This is an optimization exercise on Yosys and OpenROAD, whose aim is small area, a short achievable clock period and few clock cycles per item, not a production implementation. The RTL was checked by simulation tests, not by an equivalence proof against the original design. Power is estimated from default activity; no workload was simulated.

## config.mk

```make
export PLATFORM = sky130hd
export DESIGN_NAME = hdc_multimodal_fuser
export DESIGN_NICKNAME = hdc_multimodal_fuser
export VERILOG_FILES = /design/flow/design.v
export SDC_FILE = /design/flow/constraint.sdc
export NUM_CORES = 4
export LEC_CHECK = 0
export CAP_MARGIN = 20
export CORE_MARGIN = 2
export CORE_UTILIZATION = 60
export CTS_CLUSTER_DIAMETER = 100
export CTS_CLUSTER_SIZE = 30
export SETUP_SLACK_MARGIN = 1.1
export SLEW_MARGIN = 20
```

## constraint.sdc

```tcl
create_clock -name core_clock -period 3.0 [get_ports {clk}]
set_input_delay 0.6000 -clock core_clock [delete_from_list [all_inputs] [get_ports {clk}]]
set_output_delay 0.6000 -clock core_clock [all_outputs]
set_load 0.01 [all_outputs]
```

## design.v

```verilog
module hdc_multimodal_fuser #(
    parameter int NUM_MODALITIES  = 3,
    parameter int NUM_FOLDS       = 8,
    parameter int NUM_FOLDS_WIDTH = $clog2(NUM_FOLDS),
    parameter int FOLD_WIDTH      = 2000 / NUM_FOLDS
) (
    input  logic                       clk,
    input  logic                       rst,
    input  logic                       clear,
    input  logic                       hvin_valid,
    output logic                       hvin_ready,
    input  logic [FOLD_WIDTH-1:0]      hvin,
    output logic                       hvout_valid,
    input  logic                       hvout_ready,
    output logic [FOLD_WIDTH-1:0]      hvout,
    output logic [NUM_FOLDS_WIDTH-1:0] hvout_fold,
    output logic                       hvout_last
);
    localparam logic [NUM_FOLDS_WIDTH-1:0] LAST_FOLD = NUM_FOLDS_WIDTH'(NUM_FOLDS - 1);
    logic                       st0_q, st1_q, st2_q, pend_q;
    logic                       ready_q, last_q;
    logic [NUM_FOLDS_WIDTH-1:0] fold_q;
    logic [FOLD_WIDTH-1:0]      vote_two, vote_one;
    logic                       take_s, first_s, cap_s, acc_s, dlv_s;
    assign take_s  = hvin_valid & ~pend_q;
    assign first_s = take_s & st0_q;
    assign cap_s   = take_s & st2_q & ~hvout_ready;
    assign hvin_ready  = ready_q;
    assign hvout_valid = pend_q | (st2_q & hvin_valid);
    assign hvout       = vote_two | (vote_one & hvin);
    assign hvout_fold  = fold_q;
    assign hvout_last  = last_q;
    assign acc_s = take_s & ~clear;
    assign dlv_s = st2_q & (pend_q | hvin_valid) & hvout_ready & ~clear;
    always_ff @(posedge clk or negedge rst) begin
        if (!rst) begin
            st0_q  <= 1'b1;
            st1_q  <= 1'b0;
            st2_q  <= 1'b0;
            pend_q <= 1'b0;
            ready_q <= 1'b1;
            fold_q <= '0;
            last_q <= 1'b0;
        end else if (clear) begin
            st0_q  <= 1'b1;
            st1_q  <= 1'b0;
            st2_q  <= 1'b0;
            pend_q <= 1'b0;
            ready_q <= 1'b1;
            fold_q <= '0;
            last_q <= 1'b0;
        end else begin
            if (dlv_s) begin
                st0_q  <= 1'b1;
                st2_q  <= 1'b0;
                pend_q <= 1'b0;
                ready_q <= 1'b1;
                fold_q <= fold_q + NUM_FOLDS_WIDTH'(1);
                last_q <= (fold_q == LAST_FOLD - NUM_FOLDS_WIDTH'(1));
            end else if (acc_s & st2_q) begin
                pend_q <= 1'b1;
                ready_q <= 1'b0;
            end else if (acc_s) begin
                st0_q <= 1'b0;
                st1_q <= st0_q;
                st2_q <= st1_q;
            end
        end
    end
    always_ff @(posedge clk) begin
        vote_two <= (vote_two | (vote_one & hvin & {FOLD_WIDTH{take_s}}))
                  & {FOLD_WIDTH{~first_s}};
        vote_one <= (vote_one & {FOLD_WIDTH{~(first_s | cap_s)}})
                  | (hvin & {FOLD_WIDTH{take_s & ~cap_s}});
    end
endmodule
```

## flow/run.sh

```bash
#!/bin/bash
set -euo pipefail
bash standard.sh "BUFFER_PORTS_ARGS=-buffer_cell sky130_fd_sc_hd__buf_1" finish > standard_flow.log 2>&1
```

## standard.sh

```bash
#!/bin/bash
# synth_recipe.tcl (not shown) runs the flow's synth.tcl, then flattens the netlist and writes it again
# the make line also repeats each setting of config.mk as NAME=value (left out here)
make -C /OpenROAD-flow-scripts/flow DESIGN_CONFIG=/design/flow/config.mk WORK_HOME=/design/flow/orfs CLKGATE_MAP_FILE= SYNTH_SCRIPT=/design/flow/synth_recipe.tcl "${@:-finish}"
```

==> run summary, run 1 <==
sequential share of the synthesized area=0.581; router iterations before antenna repair=6; placed standard-cell area=19700 sq um; DR DRC count=0; TritonCTS clock tree=done; Syn-to-layout area delta=16.0%; clock power share=0.216; CP max stage delay=0.43 ns; crit path capture type=primary output; die width=175 um; Crit Reg-Reg Startpoint=pend_q; synthesized instance count=1655; RSZ-0062 raised after global routing=true; main flop type after synthesis=dfxtp_1; worst r2r path cells=4; nets@finish=2360; Worst setup SP type=flip-flop; WP buf/inv=1; 1st-iter DRT viols=1289; CP Class=flip-flop to primary output; Max Clock Skew=0.0166 ns; reg2reg end=vote_two[116]; clock-pin slew on the worst setup and hold paths=0.11 ns; Final WS setup=1.09 ns; final hold vios=0; dpl hpwl=34300 um; Seq pwr share=0.563; die area=30800 sq um; Synth top area share=0.568; setup TNS=0 ns; Post-synth EDFFs=0; Final Cell Area=20400 sq um; Synthesized Nets=1912; CP arrival=1.31 ns; fillers=2318; clk buf depth=3; Sequential cell area=10200 sq um; leakage=9.57 nW; DR vias=15172; fmax=523 MHz; PortBufs=510; HP Class=primary input to flip-flop; later-pin clock latency in the skew report=0.55 ns; first-pass GRT wire length=76200 um; Final Power=15.2 mW; global placement routability congestion=0.827; Seq cells post-synth=509; Final period util=0.638; Max-slew headroom=0.510; starting density of the core=0.612; HP Start=hvin[243]; share of cells above drive strength 1=0.0489; vias in the first global route=14024; setup violators final=0; Post-DRT Antenna Nets=0; peak supply drop=0.000497 V; core area=28800 sq um; top post-synthesis cells by area=dfxtp_1 (57%), a22o_1 (12%), a21o_1 (11%); Die H=175 um; Least-Margin Pin Slew=0.736 ns; syn_area_per_cell=10.6 sq um; outcome=no timing/DRC/antenna violations; io pins=511; CP max FO=2; area of the multi-input gates=6800 sq um; Crit path required time=2.40 ns; cts bufs inserted=20; hold-critical path depth=2; asr flop ratio synth=0.0177; fin crit period=1.91 ns; Slew Limit Fails=0; Slowest-stage cell, CP=dfrtp_2; Internal=10.6 mW; PD cells=742 nW/um^2; sw power=4.56 mW; Detailed Route WL=50500 um; R2R Setup Slk=1.19 ns; area leader, netlist=dfxtp_1; drt via density=6.06; CTS Sinks=509; combinational fraction of design power=0.221; cell family with most CP delay=flip-flops; H-tree depth=1; CP cell instances=a21o_1 -> buf_6; area of the mapped netlist=17600 sq um; # rows=62; worst hold endpoint=vote_one[243]; MaxCap Viol Count=0; yosys warns=1; GR Util All Layers=0.306; grt total ovfl=0; Netlist cell types=29; Switching Share=0.300; wire per inst=20.2 um; largest net degree at the start of global routing=191; dpl ws=0.861 ns; root buffer cell=clkbuf_16; initial antenna violation count=15
[cell families after synthesis]
logic type | synth area share
AOI/OAI and AO/OA | 0.325
and+or+nand+nor | 0.0591
DFF | 0.581
buffers and inverters | 0.0336
adders and majority gates | 0.00142
[area by class of cell]
cell class / instances / share of cell area
multi-input combinational: 1033 / 0.333
timing repair buffer: 537 / 0.115
tap: 384 / 0.0235
sequential: 509 / 0.501
antenna: 14 / 0.00171
clock buffer: 24 / 0.0263
inverter: 2 / 0.000367
[cell usage in the layout, fill, tap and decap left out, drive strengths merged]
cell type	n
a211oi	1
a21o	252
a21oi	5
a22o	250
a31oi	250
and2	1
and2b	2
buf	494
clkbuf	66
dfrtp	7
dfstp	2
dfxtp	500
diode	14
dlygate4sd3	1
ha	2
inv	2
nand2	4
nand2b	3
nand3	1
nand3b	1
nor2	253
nor2b	1
o211a	1
o211ai	1
o21ai	4
or3	1
[power by group through the flow]
stage | Sequential, mW | Clock, mW | Combinational [mW]
2_1_floorplan | 8.49 | 0 | 2.19
3_3_place_gp | 8.59 | 0 | 3.22
6_report | 8.54 | 3.27 | 3.36
3_5_place_dp | 8.64 | 0 | 3.29
5_1_grt | 8.67 | 3.55 | 3.66
4_1_cts | 8.51 | 3.32 | 3.32
[what timing repair did]
item,CTS,global route
hold endpoints to repair,7,0
pin swaps,0,1
resized for setup,7,47
setup endpoints to repair,7,313
buffers inserted,2,4
gates cloned,0,1
hold buffers,1,0
[how the worst max path moves through the flow]
stage / slack [ns] / cells after the start / end / startpoint
final: 1.09 / 2 / hvout_valid / st2_q
after global routing: 1.04 / 2 / hvout_valid / pend_q
after CTS: 1.06 / 2 / hvout_valid / st2_q
after detailed placement: 0.86 / 5 / vote_two[152] / hvin_valid
after global placement: 0.90 / 5 / vote_one[180] / hvin_valid
after floorplan: 1.45 / 5 / vote_one[100] / hvout_ready
[per-layer routing]
metal	vias up	track usage	routed length [um]
li1	7091	-	-
met1	7370	0.377	19800
met2	612	0.508	24100
met3	93	0.0898	4660
met4	6	0.117	1880
met5	-	0	41
[through the flow]
stage / utilization / hold WS, ns / std cells
after global routing: 0.710 / 0.312 / 2500
final: 0.710 / 0.324 / 2503
after detailed placement: 0.684 / 0.455 / 2457
after global placement: 0.684 / 0.447 / 2457
after floorplan: - / 0.304 / 1655
after CTS: 0.704 / 0.312 / 2484
[registers in the layout, indices dropped and copies added (netlist names)]
register	count
fold_q	3
last_q	1
pend_q	1
ready_q	1
st0_q	1
st1_q	1
st2_q	1
vote_one	250
vote_two	250
[cells in the mapped netlist (4+ instances only)]
| library cell | number |
|---|---|
| nand2_1 | 4 |
| buf_4 | 18 |
| dfxtp_1 | 500 |
| dfrtp_1 | 7 |
| a21o_1 | 252 |
| a31oi_1 | 250 |
| nor2_1 | 252 |
| buf_1 | 5 |
| clkbuf_1 | 18 |
| a21oi_1 | 5 |
| buf_2 | 68 |
| a22o_1 | 250 |
Testbench counts, summed over its fixed seeds: cycles 2,880, folds 960.
==> inputs of run 2 (changes only) <==
==> design.v (replaced) <==
module hdc_multimodal_fuser #(
    parameter int NUM_MODALITIES  = 3,
    parameter int NUM_FOLDS       = 8,
    parameter int NUM_FOLDS_WIDTH = $clog2(NUM_FOLDS),
    parameter int FOLD_WIDTH      = 2000 / NUM_FOLDS
) (
    input  logic                       clk,
    input  logic                       rst,
    input  logic                       clear,
    input  logic                       hvin_valid,
    output logic                       hvin_ready,
    input  logic [FOLD_WIDTH-1:0]      hvin,
    output logic                       hvout_valid,
    input  logic                       hvout_ready,
    output logic [FOLD_WIDTH-1:0]      hvout,
    output logic [NUM_FOLDS_WIDTH-1:0] hvout_fold,
    output logic                       hvout_last
);
    localparam logic [NUM_FOLDS_WIDTH-1:0] LAST_FOLD = NUM_FOLDS_WIDTH'(NUM_FOLDS - 1);
    logic                       st0_q, st1_q, st2_q, ovalid_q, last_q;
    logic [NUM_FOLDS_WIDTH-1:0] fold_q;
    logic [FOLD_WIDTH-1:0]      vote_two, vote_one;
    logic                       take_s, first_s, acc_s, dlv_s;
    assign hvin_ready = ~ovalid_q | hvout_ready;
    assign take_s     = hvin_valid & hvin_ready;
    assign first_s    = take_s & st0_q;
    assign hvout_valid = ovalid_q;
    assign hvout       = vote_two;
    assign hvout_fold  = fold_q;
    assign hvout_last  = last_q;
    assign acc_s = take_s & ~clear;
    assign dlv_s = ovalid_q & hvout_ready & ~clear;
    always_ff @(posedge clk or negedge rst) begin
        if (!rst) begin
            st0_q    <= 1'b1;
            st1_q    <= 1'b0;
            st2_q    <= 1'b0;
            ovalid_q <= 1'b0;
            fold_q   <= '0;
            last_q   <= 1'b0;
        end else if (clear) begin
            st0_q    <= 1'b1;
            st1_q    <= 1'b0;
            st2_q    <= 1'b0;
            ovalid_q <= 1'b0;
            fold_q   <= '0;
            last_q   <= 1'b0;
        end else begin
            if (acc_s) begin
                st0_q <= st2_q;
                st1_q <= st0_q;
                st2_q <= st1_q;
            end
            if (acc_s & st2_q) begin
                ovalid_q <= 1'b1;
            end else if (dlv_s) begin
                ovalid_q <= 1'b0;
            end
            if (dlv_s) begin
                fold_q <= fold_q + NUM_FOLDS_WIDTH'(1);
                last_q <= (fold_q == LAST_FOLD - NUM_FOLDS_WIDTH'(1));
            end
        end
    end
    always_ff @(posedge clk) begin
        vote_two <= (vote_two | (vote_one & hvin & {FOLD_WIDTH{take_s}}))
                  & {FOLD_WIDTH{~first_s}};
        vote_one <= (vote_one & {FOLD_WIDTH{~first_s}})
                  | (hvin & {FOLD_WIDTH{take_s}});
    end
endmodule
--- a/config.mk
+++ b/config.mk
@@ -7,8 +7,8 @@
 export LEC_CHECK = 0
 export CAP_MARGIN = 20
 export CORE_MARGIN = 2
-export CORE_UTILIZATION = 60
+export CORE_UTILIZATION = 40
 export CTS_CLUSTER_DIAMETER = 100
 export CTS_CLUSTER_SIZE = 30
-export SETUP_SLACK_MARGIN = 1.1
+export SETUP_SLACK_MARGIN = 1.3
 export SLEW_MARGIN = 20
==> run 2 against run 1 <==
Compared with the run above:
- register-to-register slack gained 0.15 ns
- die area increased by 39%
- total power down 9.2%
- first-iteration DRC count decreased by 22%
- combinational power is 31% lower
- critical path depth unchanged
- core utilization down 21 points
- non-clock buffer count up 19
- still clean
- largest power group unchanged
- clock skew about the same
- global-route usage is 8.6 points lower
- sequential share of layout area rose by 1.1 points
==> run summary, run 2 <==
outcome=no timing/DRC/antenna violations; Worst setup SP type=flip-flop; router iterations before antenna repair=5; PD cells=683 nW/um^2; CP cell instances=nand2b_4 -> buf_6; clock-pin slew on the worst setup and hold paths=0.12 ns; clk buf depth=3; Final Power=13.8 mW; vias in the first global route=13005; crit path capture type=primary output; leakage=8.48 nW; RSZ-0062 raised after global routing=true; most frequent cells in the layout=dfxtp_1 (405), buf_1 (272), nor2_1 (252), a22o_1 (250), a41oi_1 (250); CP max stage delay=0.45 ns; H-tree depth=1; drt via density=5.68; io pins=511; syn_area_per_cell=11.6 sq um; final hold vios=0; area of the mapped netlist=16500 sq um; reg2reg end=vote_one[6]; gr busiest metal=met2; TritonCTS clock tree=done; worst r2r path cells=5; crit path to=hvin_ready; Synthesized Nets=1683; CTS Sinks=508; fmax=555 MHz; top-count cell post-synth=dfxtp_1; Least-Margin Pin Slew=0.926 ns; die area=42800 sq um; R2R Setup Slk=1.34 ns; Post-DRT Antenna Nets=0; Netlist cell types=28; CP Class=flip-flop to primary output; Slowest-stage cell, CP=dfrtp_2; top post-synthesis cells by area=dfxtp_1 (61%), a22o_1 (13%), a41oi_1 (13%); setup TNS=0 ns; die width=207 um; DR DRC count=0; commonest non-fill, non-tap cell in the layout=dfxtp_1; Die H=207 um; Max Clock Skew=0.0164 ns; Crit Reg-Reg Startpoint=ovalid_q; GR Util met2=0.353; Synth top cells by count=dfxtp_1 (500), nor2_1 (252), a22o_1 (250), a41oi_1 (250), buf_2 (64); DR vias=13672; peak supply drop=0.000384 V; CP max FO=3; WP buf/inv=1; later-pin clock latency in the skew report=0.55 ns; synthesized instance count=1426; global placement routability congestion=0.769; Seq cells post-synth=508; Crit path required time=2.40 ns; Synth top area share=0.607; Detailed Route WL=51200 um; Crit. Startpoint=ovalid_q; initial antenna violation count=5; asr flop ratio synth=0.0157; Syn-to-layout area delta=22.4%; yosys warns=1; fin crit period=1.80 ns; GR Util met3=0.0579; wire per inst=21.3 um; core area=40700 sq um; sequential share of the synthesized area=0.620; area leader, netlist=dfxtp_1; MaxCap Viol Count=0; 1st-iter DRT viols=1008; GR Util All Layers=0.220; nets@finish=2124; dpl ws=0.822 ns; grt total ovfl=0; met1 Track Usage GR=0.291; Post-synth EDFFs=0; main flop type after synthesis=dfxtp_1; CP arrival=1.20 ns; # rows=74; cts bufs inserted=20; Worst path depth=2; WHS=0.287 ns; share of cells above drive strength 1=0.219; cell family with most CP delay=flip-flops; biggest registers after layout=vote_one (250), vote_two (250), fold_q (3); Slew Limit Fails=0; Max-slew headroom=0.383; Final period util=0.601; PortBufs=510; dpl hpwl=31300 um; HP Class=primary input to flip-flop; starting density of the core=0.405; root buffer cell=clkbuf_16; Final WS setup=1.20 ns; largest net degree at the start of global routing=176; setup violators final=0; first-pass GRT wire length=75500 um
## run 2: layout make-up
type | instances | area (sq um)
clock buffers | 24 | 547
repair buffers | 556 | 3080
diodes | 4 | 10.0
well taps | 532 | 666
inverters | 1 | 3.75
fillers | 3796 | 20600
multi-input cells | 780 | 5540
flip-flops and latches | 508 | 10300
## run 2: worst min path at each step
stage	slack, ns	end	cells after the start	start
global route	0.26	vote_one[163]	2	hvin[163]
floorplan	0.30	fold_q[0]	0	rst
finish	0.29	vote_one[12]	2	hvin[12]
global placement	0.45	vote_two[81]	2	vote_two[81]
CTS	0.25	vote_one[247]	2	hvin[247]
detailed placement	0.45	vote_one[97]	1	vote_one[97]
## run 2: cell families (layout without fill, tap and decap cells)
family | count (synthesis) | in the layout | share of synthesized area
DFF | 508 | 508 | 0.620
AOI/OAI and AO/OA | 505 | 505 | 0.268
and+or+nand+nor | 267 | 270 | 0.0629
buffers and inverters | 141 | 581 | 0.0468
adders and majority gates | 2 | 2 | 0.00152
xor gates and xnor gates | 2 | 2 | 0.00106
muxes | 1 | 1 | 0.000607
other | 0 | 4 | 0
## run 2: worst reg2reg max path, delay by kind of cell, from the launching register on
kind	cells	cell delay, ns
buf+inv	2	0.53
flops	1	0.45
simple gates	2	0.30
compound gates	1	0.28
## run 2: timing repair
item | CTS | global route
endpoints found under the hold margin | 7 | 0
gates resized for setup | 171 | 207
cloned | 5 | 3
endpoints found under the setup margin | 499 | 331
pin swaps | 3 | 1
hold buffers | 1 | 0
setup buffers | 15 | 3
## run 2: layer usage
metal / wire length [um] / vias to the layer above / share of wire
li1: - / 6358 / -
met1: 21600 / 6699 / 0.42
met2: 23600 / 535 / 0.46
met3: 4490 / 78 / 0.088
met4: 1490 / 2 / 0.029
met5: 13 / - / 0.00025
## run 2: per-stage QoR
step,area [sq um],utilization,instances
6_report,20200,0.495,2405
5_1_grt,20200,0.495,2405
4_1_cts,19800,0.485,2395
3_5_place_dp,18700,0.459,2350
3_3_place_gp,18700,0.459,2350
2_1_floorplan,16500,-,1426
## run 2: report_power, final
| part | switching, mW | leakage [nW] | internal, mW |
|---|---|---|---|
| sequential | 0.470 | 4.32 | 7.67 |
| combinational | 1.22 | 3.89 | 1.09 |
| clock | 2.02 | 0.268 | 1.30 |
| total | 3.71 | 8.48 | 10.1 |
Testbench counts of run 2, summed over its fixed seeds: cycles 2,888, folds 960.

what the ideal ports hide:
The results above use ideal ports. As a check the final layouts listed here were re-extracted and re-timed, cells and wires unchanged. Step 1, drivers: a clkbuf_16 drives clk and a buf_2 each remaining input, both assumed. Step 2 times the ports against the registers' clock, not the clock port: input delays grow and output delays shrink by t, the midpoint of the rising clock arrivals with the driver on. Three values: no drivers, after step 1, after step 2; two values: the first two.
run | t, ns | setup WS [ns] | worst setup path at the end | worst data-port slew with drivers (ns) | pins driven straight from the clock port
run 1 | 0.597 | 1.087 / 1.034 / 0.873 | input to register | 0.13 | 1
run 2 | 0.599 | 1.197 / 1.144 / 0.834 | input to register | 0.09 | 1
After both steps every run listed still meets setup and hold. The setup slack of run 2, which loses most, moves by -0.053 ns with the drivers and by -0.363 ns with both steps.
